Context: an optimization exercise on an open-source flow, tuned for small area, a short achievable clock period and few clock cycles. The choices shown serve that exercise and are no tape-out recipe. Function was checked by simulation only, so behaviour that the tests miss may differ from the original. No activity file was given, so power comes from the tool's default toggle rates.

[flow/run.sh]
#!/bin/bash
# synth_recipe.tcl (not shown) runs the flow's synth.tcl, then flattens the netlist and writes it again
# the make line also repeats each setting of config.mk as NAME=value (left out here)
make -C /OpenROAD-flow-scripts/flow DESIGN_CONFIG=/design/flow/config.mk WORK_HOME=/design/flow/orfs CLKGATE_MAP_FILE= SYNTH_SCRIPT=/design/flow/synth_recipe.tcl finish
[flow/config.mk]
export PLATFORM = sky130hd
export DESIGN_NAME = userchoice_dual_scramble_hash_core
export DESIGN_NICKNAME = userchoice_dual_scramble_hash_core
export VERILOG_FILES = /design/flow/design.v
export SDC_FILE = /design/flow/constraint.sdc
export NUM_CORES = 4
export LEC_CHECK = 0
export CAP_MARGIN = 20
export CORE_MARGIN = 2
export CORE_UTILIZATION = 40
export SLEW_MARGIN = 20
[flow/constraint.sdc]
create_clock -name core_clock -period 14.0 [get_ports {clk_i}]
set_input_delay 2.8000 -clock core_clock [delete_from_list [all_inputs] [get_ports {clk_i}]]
set_output_delay 2.8000 -clock core_clock [all_outputs]
set_load 0.01 [all_outputs]
[flow/design.v]
`default_nettype none
package ucdsh_pkg;
  localparam int unsigned WordW   = 32;
  localparam int unsigned CfgIdxW = 1;
  localparam logic [WordW-1:0] ScrA0_0 = 32'hCF98B111, ScrA0_1 = 32'h87085B9F,
                               ScrA0_2 = 32'h12CEB96D, ScrA0_3 = 32'h257E1D83;
  localparam logic [WordW-1:0] ScrA1_0 = 32'hA27416F5, ScrA1_1 = 32'hD38396FF,
                               ScrA1_2 = 32'h7C932B89, ScrA1_3 = 32'hBFA49F69;
  localparam logic [WordW-1:0] ScrB0_0 = 32'hEF0569FB, ScrB0_1 = 32'h689B6B9F,
                               ScrB0_2 = 32'h79F8A395, ScrB0_3 = 32'hC3EFEA97;
  localparam logic [WordW-1:0] ScrB1_0 = 32'hC31713DB, ScrB1_1 = 32'hDDCD1F0F,
                               ScrB1_2 = 32'h59C3AF2D, ScrB1_3 = 32'h35BD1EC9;
endpackage
`default_nettype wire
`default_nettype none
module userchoice_dual_scramble_hash_core (
  input  wire                              clk_i,
  input  wire                              rst_ni,
  input  wire                              in_valid_i,
  output logic                             in_stall_o,
  input  wire  [ucdsh_pkg::WordW-1:0]      in_data_i,
  input  wire                              in_last_i,
  output logic                             out_valid_o,
  input  wire                              out_stall_i,
  output logic [ucdsh_pkg::WordW-1:0]      out_hash_first_o,
  output logic [ucdsh_pkg::WordW-1:0]      out_hash_second_o,
  output logic                             out_hash_valid_o,
  input  wire                              cfg_we_i,
  input  wire  [ucdsh_pkg::CfgIdxW-1:0]    cfg_idx_i,
  input  wire  [ucdsh_pkg::WordW-1:0]      cfg_wdata_i
);
  localparam int unsigned W = ucdsh_pkg::WordW;
  function automatic logic [W-1:0] swap(logic [W-1:0] v);
    swap = {v[15:0], v[31:16]};
  endfunction
  logic [W-1:0] seed_e_q, seed_o_q;
  logic [1:0]   q_v;
  logic [W-1:0] q_w0, q_w1;
  logic         q_l0, q_l1, q_n0, q_n1;
  logic         par_q, partial_q;
  logic [9:0]   s_q;
  logic         mlast_q, acc_q, emit_q;
  logic [W-1:0] ha_q, hb_q, pb_q, tot_a_q, tot_b_q, wf_q;
  logic         ov_q, ohv_q;
  logic [W-1:0] of_q, os_q;
  logic idle, t0, t1, t2, t3, t4, pos;
  logic out_free, emit_now, zero_emit, fresh;
  logic adv4, end9, fold, pop, run;
  assign idle = ~|s_q;
  assign t0   = s_q[0] | s_q[5];
  assign t1   = s_q[1] | s_q[6];
  assign t2   = s_q[2] | s_q[7];
  assign t3   = s_q[3] | s_q[8];
  assign t4   = s_q[4] | s_q[9];
  assign pos  = |s_q[9:5];
  assign out_free  = !ov_q || !out_stall_i;
  assign emit_now  = idle && emit_q && out_free;
  assign zero_emit = idle && !emit_q && out_free && q_v[0] && q_l0;
  assign fresh     = idle && (!emit_q || out_free) && q_v[0] && !q_l0;
  assign adv4 = (s_q[4] && q_v[0]) || (s_q[9] && (mlast_q || q_v[0]));
  assign end9 = s_q[9] && (mlast_q || (q_v[0] && q_l0));
  assign fold = (s_q[4] && q_v[0]) || (s_q[9] && !mlast_q && q_v[0] && !q_l0);
  assign pop  = fresh || zero_emit || (s_q[4] && q_v[0]) || (s_q[9] && !mlast_q && q_v[0]);
  assign run  = fresh || (!idle && (!t4 || adv4));
  logic [W-1:0] seed, fold_w;
  logic [W-1:0] a_op, a_k, a_y;
  logic [W-1:0] b_op, b_k, b_add, b_y;
  assign seed   = (pos ? seed_o_q : seed_e_q) | 32'd1;
  assign fold_w = fold ? q_w0 : '0;
  always_comb begin
    if (idle)        a_op = q_w0;
    else if (t0)     a_op = ha_q;
    else             a_op = swap(ha_q);
    a_k = seed;
    case (1'b1)
      s_q[1]: a_k = ucdsh_pkg::ScrA0_0;
      s_q[2]: a_k = ucdsh_pkg::ScrA0_1;
      s_q[3]: a_k = ucdsh_pkg::ScrA0_2;
      s_q[4]: a_k = ucdsh_pkg::ScrA0_3;
      s_q[6]: a_k = ucdsh_pkg::ScrA1_0;
      s_q[7]: a_k = ucdsh_pkg::ScrA1_1;
      s_q[8]: a_k = ucdsh_pkg::ScrA1_2;
      s_q[9]: a_k = ucdsh_pkg::ScrA1_3;
      default: ;
    endcase
  end
  assign a_y = a_op * a_k + fold_w;
  always_comb begin
    if (idle)            b_op = swap(q_w0);
    else if (t1 || t3)   b_op = hb_q;
    else if (t2)         b_op = {16'd0, hb_q[31:16]};
    else                 b_op = swap(hb_q);
    b_k = pos ? ucdsh_pkg::ScrB1_0 : ucdsh_pkg::ScrB0_0;
    if (t1)      b_k = seed;
    else if (t2) b_k = pos ? ucdsh_pkg::ScrB1_1 : ucdsh_pkg::ScrB0_1;
    else if (t3) b_k = pos ? ucdsh_pkg::ScrB1_2 : ucdsh_pkg::ScrB0_2;
    else if (t4) b_k = pos ? ucdsh_pkg::ScrB1_3 : ucdsh_pkg::ScrB0_3;
    if (t1 || t3)  b_add = pb_q;
    else if (t4)   b_add = hb_q;
    else           b_add = '0;
  end
  assign b_y = b_op * b_k + b_add + fold_w;
  logic [W-1:0] tot_a_eff, tot_b_eff;
  assign tot_a_eff = acc_q ? tot_a_q + ha_q - wf_q : tot_a_q;
  assign tot_b_eff = acc_q ? tot_b_q + hb_q - wf_q : tot_b_q;
  logic seed_busy, take, new_ns;
  assign seed_busy  = (|s_q[6:0]) || (q_v[0] && q_n0) || (q_v[1] && q_n1);
  assign in_stall_o = q_v[1] || (!partial_q && seed_busy);
  assign take       = in_valid_i && !in_stall_o;
  assign new_ns     = par_q || !in_last_i;
  always_ff @(posedge clk_i or negedge rst_ni) begin
    if (!rst_ni) begin
      seed_e_q  <= 32'd1;
      seed_o_q  <= 32'd1;
      q_v       <= '0;
      par_q     <= 1'b0;
      partial_q <= 1'b0;
      s_q       <= '0;
      mlast_q   <= 1'b0;
      acc_q     <= 1'b0;
      emit_q    <= 1'b0;
      ov_q      <= 1'b0;
    end else begin
      if (cfg_we_i && cfg_idx_i == 1'b0) seed_e_q <= cfg_wdata_i;
      if (cfg_we_i && cfg_idx_i == 1'b1) seed_o_q <= cfg_wdata_i;
      if (pop) begin
        q_v <= {1'b0, q_v[1]};
        if (take) begin
          if (q_v[1]) q_v <= 2'b11;
          else        q_v <= 2'b01;
        end
      end else if (take) begin
        if (q_v[0]) q_v <= 2'b11;
        else        q_v <= 2'b01;
      end
      if (take) begin
        par_q     <= in_last_i ? 1'b0 : !par_q;
        partial_q <= !in_last_i;
      end
      if (fresh) begin
        s_q     <= 10'b00_0000_0010;
        mlast_q <= 1'b0;
      end else if (s_q[4]) begin
        if (q_v[0]) begin
          s_q     <= s_q << 1;
          mlast_q <= q_l0;
        end
      end else if (s_q[9]) begin
        if (end9)         s_q <= '0;
        else if (q_v[0])  s_q <= 10'b00_0000_0001;
      end else if (!idle) begin
        s_q <= s_q << 1;
      end
      acc_q <= adv4;
      if (end9)          emit_q <= 1'b1;
      else if (emit_now) emit_q <= 1'b0;
      ov_q <= emit_now || zero_emit || (ov_q && out_stall_i);
    end
  end
  always_ff @(posedge clk_i) begin
    if (pop) begin
      q_w0 <= q_w1; q_l0 <= q_l1; q_n0 <= q_n1;
      if (take && !q_v[1]) begin
        q_w0 <= in_data_i; q_l0 <= in_last_i; q_n0 <= new_ns;
      end
      if (take && q_v[1]) begin
        q_w1 <= in_data_i; q_l1 <= in_last_i; q_n1 <= new_ns;
      end
    end else if (take) begin
      if (q_v[0]) begin
        q_w1 <= in_data_i; q_l1 <= in_last_i; q_n1 <= new_ns;
      end else begin
        q_w0 <= in_data_i; q_l0 <= in_last_i; q_n0 <= new_ns;
      end
    end
    if (run) ha_q <= a_y;
    if (run) begin
      if (fresh) begin
        hb_q <= q_w0;
        pb_q <= b_y;
      end else if (t0 || t2) begin
        pb_q <= b_y;
      end else begin
        hb_q <= b_y;
      end
    end
    wf_q <= fold_w;
    if (fresh) begin
      tot_a_q <= '0;
      tot_b_q <= '0;
    end else begin
      tot_a_q <= tot_a_eff;
      tot_b_q <= tot_b_eff;
    end
    if (emit_now) begin
      of_q  <= ha_q ^ hb_q;
      os_q  <= tot_a_eff ^ tot_b_eff;
      ohv_q <= 1'b1;
    end else if (zero_emit) begin
      of_q  <= '0;
      os_q  <= '0;
      ohv_q <= 1'b0;
    end
  end
  assign out_valid_o       = ov_q;
  assign out_hash_first_o  = of_q;
  assign out_hash_second_o = os_q;
  assign out_hash_valid_o  = ohv_q;
endmodule
`default_nettype wire
==> summary.txt, run 1 <==
RR Startpoint - s_q[7]
fmax - 87.8 MHz
Setup Buffers After CTS - 0
total CTS buffers - 52
Netlist Area Pre-Place - 56,600 sq um
register area - 10,800 sq um
CTS resizes - 0
multi-input logic area - 40,000 sq um
via count - 43,400
mux contribution to synthesized area - 3.81%
unrepaired setup endpoints after global routing - false
P_int - 0.00217 W
Hold/Removal Path Class - flip-flop to flip-flop
Synth top cells by count - 1,308 x inv_1, 967 x fa_1, 787 x nand2_1
Final Slew Violations - 0
relative slew slack - 21.7%
top-count cell post-synth - inv_1
Yosys top cell by area - fa_1
slowest CP cell - nor4_4
Final Hold Viols - 0
core footprint - 141,000 sq um
filler instances - 13,800
maximum single-stage delay on the critical path - 0.82 ns
Post-DP HPWL - 153,000 um
final setup vio count - 0
Final Cycle Share - 81.4%
Worst Setup SP - s_q[7]
Avg Vias per Cell - 5.33
root buffer cell - clkbuf_16
Top delay family on crit path - adder cells
sequential power share - 45.6%
Nets - 7,572
Synth Area in Adders - 41.5%
H-tree Lvls - 2
Most used DFF post-synth - edfxtp_1
full die area - 145,000 sq um
switch share - 23.5%
actual slew at the worst max-slew pin - 1.18 ns
Die Wd - 380 um
crit path launch type - flip-flop
EDFF count, synth - 228
GRT Util Overall - 26.9%
main combinational cell family by area after synthesis - adder cells
DRT iter0 DRCs - 4,150
DRT Pass-1 Iters - 7
hold path start - ohv_q
CP Max Fanout - 25
Crit Path Class - flip-flop to flip-flop
CTS tree - yes
Cell Pwr Density - 45.6 nW/um^2
Sw Pwr - 0.000667 W
syn_nets - 7,526
TNS Setup - 0 ns
maxcap violations - 0
Clk pwr share - 51.0%
PnR worst setup slack - 2.61 ns
Req. time, crit path - 14.37 ns
Ys Warns - 1
CTS Buffer Depth - 3
crit path time final - 11.39 ns
Die Y-Extent - 380 um
Compound-Gate Fraction of Synth Area - 7.33%
Area contributors post-synth - fa_1 34%, edfxtp_1 12%, inv_1 8.7%
gpl congestion - 0.970
most used cell, CP - fa_1
P&R area growth vs syn - 9.78%
Synth Instances - 6,156
Buf/Inv on CP - 7
largest net degree at the start of global routing - 80
grt ovf - 0
Post-Synth XOR/XNOR Area - 4.55%
sequential fraction of the synthesis area - 19.1%
Skew-Pair Late Insertion Delay - 0.67 ns
clk slew on worst S/H paths - 0.06 ns
share of layout cells above drive strength 1 - 5.97%
Cell variety after synth - 90
initial antenna violation count - 9
final wirelength - 193,000 um
skew final - 0.0373 ns
Logic pwr share - 3.4%
Post-Place Worst Slack - 2.81 ns
Post-Synth Simple-Gate Area - 13.1%
Final ANT Viol Nets - 0
number of synthesized register bits - 405
Hold Buf Count CTS - 0
Worst setup EP type - flip-flop
Worst EP arrival - 11.76 ns
drt wl/cell - 23.7 um
Port Buf Inserts - 136
LEAKAGE - 29.5 nW
global-route wire length before repair - 288,000 um
vias in the first global route - 44,900
top cell type's share of synthesized area - 34.2%
# IOs - 138
status - timing/DRC/antenna clean
# DRC - 0
Max IR drop VDD - 0.0954 mV
Util after Layout - 44.1%
row count - 138
fraction of registers with async set/reset - 19.8%
CTS Sinks - 405
initial core utilization - 40.1%
syn avg cell area - 9.20 sq um
==> kinds of logic after synthesis <==
family,count (synthesis)
simple gates,1766
buf+inv,1576
fa+ha+maj,1299
compound gates,634
flops,405
xor+xnor,275
mux,201
==> power groups by stage <==
stage	sequential (W)	clock [W]	combinational (W)
final	0.00129	0.00145	0.0000964
after global placement	0.00132	0	0.0000943
after floorplan	0.00131	0	0.0000447
after global routing	0.00130	0.00152	0.000102
after detailed placement	0.00132	0	0.0000962
after CTS	0.00129	0.00147	0.0000967
==> routing by layer <==
metal,vias to the layer above,global-route usage [%],wire length [um]
met4,8,11.6,9790
met2,1921,41.8,85600
met5,-,0,59
li1,19000,-,-
met1,22000,35.7,77800
met3,401,6.55,19600
==> layout make-up <==
cell class | instances | share of cell area (%)
Antenna cell | 2 | 0.00805
Clock buffer | 65 | 2.29
Clock inverter | 33 | 0.676
Inverter | 1326 | 8.01
Multi-Input combinational cell | 4175 | 64.4
Sequential cell | 405 | 17.4
Tap cell | 1890 | 3.80
Timing Repair Buffer | 242 | 3.47
==> worst paths after layout <==
| kind | end | slack, ns | depth (start not counted) |
|---|---|---|---|
| max | ha_q[31] | 2.61 | 31 |
| min | ohv_q | 0.46 | 2 |
| max reg2reg | ha_q[31] | 2.61 | 31 |
| min reg2reg | ohv_q | 0.46 | 2 |
| max in group asynchronous | s_q[3] | 10.86 | 2 |
| min in group asynchronous | seed_e_q[9] | 2.02 | 1 |
==> placed cells by master, fill, tap and decap left out, types with 11 or more instances in the layout <==
cell,n
inv_1,1307
fa_1,967
nand2_1,786
nor2_1,643
ha_1,332
edfxtp_1,228
xnor2_1,219
a21oi_1,170
clkdlybuf4s50_1,135
buf_4,107
dfxtp_1,97
o21ai_0,96
mux2_2,92
mux2i_1,87
dfrtp_1,79
nand3_1,69
a21o_1,65
and2_1,60
clkbuf_16,54
nor3_1,45
o21a_1,45
xor2_1,44
o31ai_1,37
nand2b_1,36
a31oi_1,23
o211ai_1,23
o21ai_1,22
o21bai_1,22
mux2_1,22
nor2b_1,19
or2_2,16
a211oi_1,16
clkinv_1,14
or3_1,12
xnor3_1,12
and3_1,11
==> through the flow <==
step / total power [W] / std cells / cell area, sq um / hold WS [ns]
2_1_floorplan: 0.00136 / 6156 / 56600 / 0.467
3_5_place_dp: 0.00141 / 8038 / 60300 / 0.455
5_1_grt: 0.00292 / 8136 / 62200 / 0.503
3_3_place_gp: 0.00141 / 8038 / 60300 / 0.475
6_report: 0.00284 / 8138 / 62200 / 0.460
4_1_cts: 0.00286 / 8136 / 62100 / 0.473
==> worst reg2reg max path: cells and delay by family, from the launching register on <==
family	cells	cell delay (ns)
simple gates	6	2.77
xor+xnor	1	0.13
mux	1	0.20
fa+ha+maj	9	4.32
flops	1	0.67
compound gates	7	2.01
buf+inv	7	1.00
==> registers in the layout (all words and copies together), names as in the netlist, 10 cells and up <==
signal	cells
q_w0	32
ha_q	32
seed_e_q	31
of_q	32
tot_b_q	32
os_q	32
hb_q	32
q_w1	32
wf_q	32
seed_o_q	31
pb_q	32
s_q	10
tot_a_q	32
Testbench counts, summed over its fixed seeds: cycles 14,117.
==> run 2: changes to the inputs <==
--- a/flow/config.mk
+++ b/flow/config.mk
@@ -7,2 +7,3 @@
 export LEC_CHECK = 0
+export ABC_CLOCK_PERIOD_IN_PS = 4000
 export CAP_MARGIN = 20
@@ -10,2 +11,3 @@
 export CORE_UTILIZATION = 40
+export SETUP_SLACK_MARGIN = 5
 export SLEW_MARGIN = 20
==> summary.txt, run 2 <==
fraction of registers with async set/reset - 19.8% (unchanged)
largest net degree at the start of global routing - 74 (was 80)
Avg Vias per Cell - 5.40 (was 5.33)
drt wl/cell - 24.2 um (was 23.7 um)
top cell type's share of synthesized area - 34.2% (unchanged)
most used cell, CP - fa_1 (unchanged)
final setup vio count - 0 (unchanged)
CTS Sinks - 405 (unchanged)
Placed Instances - 8,038 (unchanged)
relative slew slack - 27.8% (was 21.7%)
skew final - 0.0469 ns (was 0.0373 ns)
Hold/Removal Path Class - flip-flop to flip-flop (unchanged)
CP Max Fanout - 7 (was 25)
DRT Pass-1 Iters - 6 (was 7)
Synth top cells by count - 1,308 x inv_1, 967 x fa_1, 787 x nand2_1 (unchanged)
root buffer cell - clkbuf_16 (unchanged)
Final Hold Viols - 0 (unchanged)
Crit Path Class - flip-flop to flip-flop (unchanged)
syn avg cell area - 9.20 sq um (unchanged)
grt ovf - 0 (unchanged)
syn_nets - 7,526 (unchanged)
Final Slew Violations - 0 (unchanged)
crit path time final - 9.05 ns (was 11.39 ns)
gpl congestion - 0.975 (was 0.970)
LEAKAGE - 30.8 nW (was 29.5 nW)
switch share - 23.4% (was 23.5%)
Yosys top cell by area - fa_1 (unchanged)
Top delay family on crit path - adder cells (unchanged)
actual slew at the worst max-slew pin - 1.07 ns (was 1.18 ns)
Logic pwr share - 3.6% (was 3.4%)
CTS tree - yes (unchanged)
sequential power share - 46.1% (was 45.6%)
Max IR drop VDD - 0.0870 mV (was 0.0954 mV)
P_int - 0.00215 W (was 0.00217 W)
crit path launch type - flip-flop (unchanged)
Nets - 7,764 (was 7,572)
row count - 138 (unchanged)
global-route wire length before repair - 293,000 um (was 288,000 um)
via count - 45,000 (was 43,400)
Worst EP arrival - 9.45 ns (was 11.76 ns)
most common cell after layout, fill and taps aside - inv_1 (unchanged)
sequential fraction of the synthesis area - 19.1% (unchanged)
most frequent cells in the layout - 1,282 x inv_1, 953 x fa_1, 779 x nand2_1, 628 x nor2_1, 313 x ha_1 (was 1,307 x inv_1, 967 x fa_1, 786 x nand2_1, 643 x nor2_1, 332 x ha_1)
number of synthesized register bits - 405 (unchanged)
Ys Warns - 1 (unchanged)
GRT Util Overall - 27.3% (was 26.9%)
Final Cycle Share - 64.6% (was 81.4%)
fmax - 111 MHz (was 87.8 MHz)
core footprint - 141,000 sq um (unchanged)
Cell variety after synth - 90 (unchanged)
vias in the first global route - 45,400 (was 44,900)
Final ANT Viol Nets - 0 (unchanged)
Clk pwr share - 50.2% (was 51.0%)
slowest CP cell - or4_4 (was nor4_4)
Most used DFF post-synth - edfxtp_1 (unchanged)
full die area - 145,000 sq um (unchanged)
status - timing/DRC/antenna clean (unchanged)
Util after Layout - 46.5% (was 44.1%)
DRT iter0 DRCs - 4,727 (was 4,150)
share of layout cells above drive strength 1 - 11.4% (was 5.97%)
TNS Setup - 0 ns (unchanged)
unrepaired setup endpoints after global routing - true (was false)
Synth Instances - 6,156 (unchanged)
maxcap violations - 0 (unchanged)
Die Y-Extent - 380 um (unchanged)
# IOs - 138 (unchanged)
clk slew on worst S/H paths - 0.06 ns (about the same)
Worst setup EP type - flip-flop (unchanged)
fin cells - 8,331 (was 8,138)
Sw Pwr - 0.000657 W (was 0.000667 W)
Die Wd - 380 um (unchanged)
Area contributors post-synth - fa_1 34%, edfxtp_1 12%, inv_1 8.7% (unchanged)
EDFF count, synth - 228 (unchanged)
Cell Pwr Density - 42.9 nW/um^2 (was 45.6 nW/um^2)
total CTS buffers - 51 (was 52)
CTS Buffer Depth - 3 (unchanged)
top-count cell post-synth - inv_1 (unchanged)
maximum single-stage delay on the critical path - 0.68 ns (was 0.82 ns)
Post-DP HPWL - 153,000 um (about the same)
# DRC - 0 (unchanged)
initial core utilization - 40.1% (unchanged)
Req. time, crit path - 14.40 ns (was 14.37 ns)
Buf/Inv on CP - 10 (was 7)
P&R area growth vs syn - 15.8% (was 9.78%)
H-tree Lvls - 2 (unchanged)
Skew-Pair Late Insertion Delay - 0.67 ns (about the same)
final wirelength - 202,000 um (was 193,000 um)
Netlist Area Pre-Place - 56,600 sq um (unchanged)
Port Buf Inserts - 136 (unchanged)
initial antenna violation count - 5 (was 9)
-- run 2: metal layers --
metal / track usage, % / vias to the layer above / share of wire, % / routed length [um]
met5: 0 / - / 0 / 0
met4: 13.3 / 0 / 6.1 / 12300
met3: 6.78 / 504 / 11 / 22800
met2: 41.7 / 2387 / 44 / 87900
met1: 36.3 / 22700 / 39 / 78500
li1: - / 19400 / - / -
-- run 2: what timing repair did --
| item | 4_1_cts | 5_1_grt |
|---|---|---|
| cloned | 9 | 18 |
| setup endpoints to repair | 62 | 19 |
| pin swaps | 13 | 103 |
| hold buffers | 0 | 0 |
| resized for setup | 173 | 219 |
| setup buffers | 61 | 105 |
-- run 2: logic make-up after synthesis --
group,synth area share [%]
adders and majority gates,41.5
muxes,3.81
and+or+nand+nor,13.1
xor gates and xnor gates,4.55
AOI/OAI and AO/OA,7.33
buffers and inverters,10.6
DFF,19.1
-- run 2: final timing paths --
kind,end,slack (ns),start,cells past startpoint
max in group asynchronous,s_q[2],10.78,rst_ni,2
setup reg to reg,hb_q[31],4.95,s_q[6],34
min in group asynchronous,partial_q,1.98,rst_ni,1
hold / removal,ohv_q,0.47,ohv_q,2
hold reg to reg,ohv_q,0.47,ohv_q,2
setup / recovery,hb_q[31],4.95,s_q[6],34
-- run 2: power groups by stage --
stage / sequential [W] / combinational [W] / clock [W]
6_report: 0.00130 / 0.000103 / 0.00141
5_1_grt: 0.00130 / 0.000109 / 0.00148
4_1_cts: 0.00129 / 0.0000990 / 0.00143
3_5_place_dp: 0.00132 / 0.0000961 / 0
3_3_place_gp: 0.00132 / 0.0000941 / 0
2_1_floorplan: 0.00131 / 0.0000447 / 0
-- run 2: cell type report --
cell class	instances	area, sq um
multi-input combinational	4179	41000
timing repair inverter	2	20.0
inverter	1326	5090
clock buffer	65	1360
antenna	4	10.0
timing repair buffer	429	4500
fill	13500	75500
sequential	405	10800
clock inverter	31	413
tap	1890	2360
-- run 2: through the flow --
stage	power (W)	setup WS [ns]	hold WS [ns]	area, sq um
2_1_floorplan	0.00136	4.98	0.467	56600
3_3_place_gp	0.00141	2.90	0.475	60300
3_5_place_dp	0.00141	2.85	0.467	60300
4_1_cts	0.00283	4.96	0.485	63400
5_1_grt	0.00289	4.74	0.499	65500
6_report	0.00281	4.95	0.472	65500
-- run 2: worst min-delay path, delay by kind of cell (launching register included) --
family / cells / cell delay (ns)
simple gates: 2 / 0.10
flops: 1 / 0.33

==> port drivers added, routing unchanged <==
The results above use ideal ports. As a check the final layouts listed here were re-extracted and re-timed, cells and wires unchanged.
Step 1, drivers: a clkbuf_16 drives clk_i and a buf_2 each remaining input, both assumed.
Step 2 times the ports against the registers' clock, not the clock port: input delays grow and output delays shrink by t, the midpoint of the rising clock arrivals with the driver on.
Three values: no drivers, after step 1, after step 2; two values: the first two.
| run | shift t [ns] | setup WS [ns] | slew at the worst register clock pin (ns) | worst data-port slew with drivers (ns) | pins driven straight from the clock port |
|---|---|---|---|---|---|
| run 1 | 0.722 | 2.607 / 2.607 / 2.607 | 0.07 / 0.07 | 0.06 | 1 |
| run 2 | 0.718 | 4.951 / 4.951 / 4.951 | 0.07 / 0.07 | 0.06 | 1 |
After both steps setup and hold are still met in every run listed.
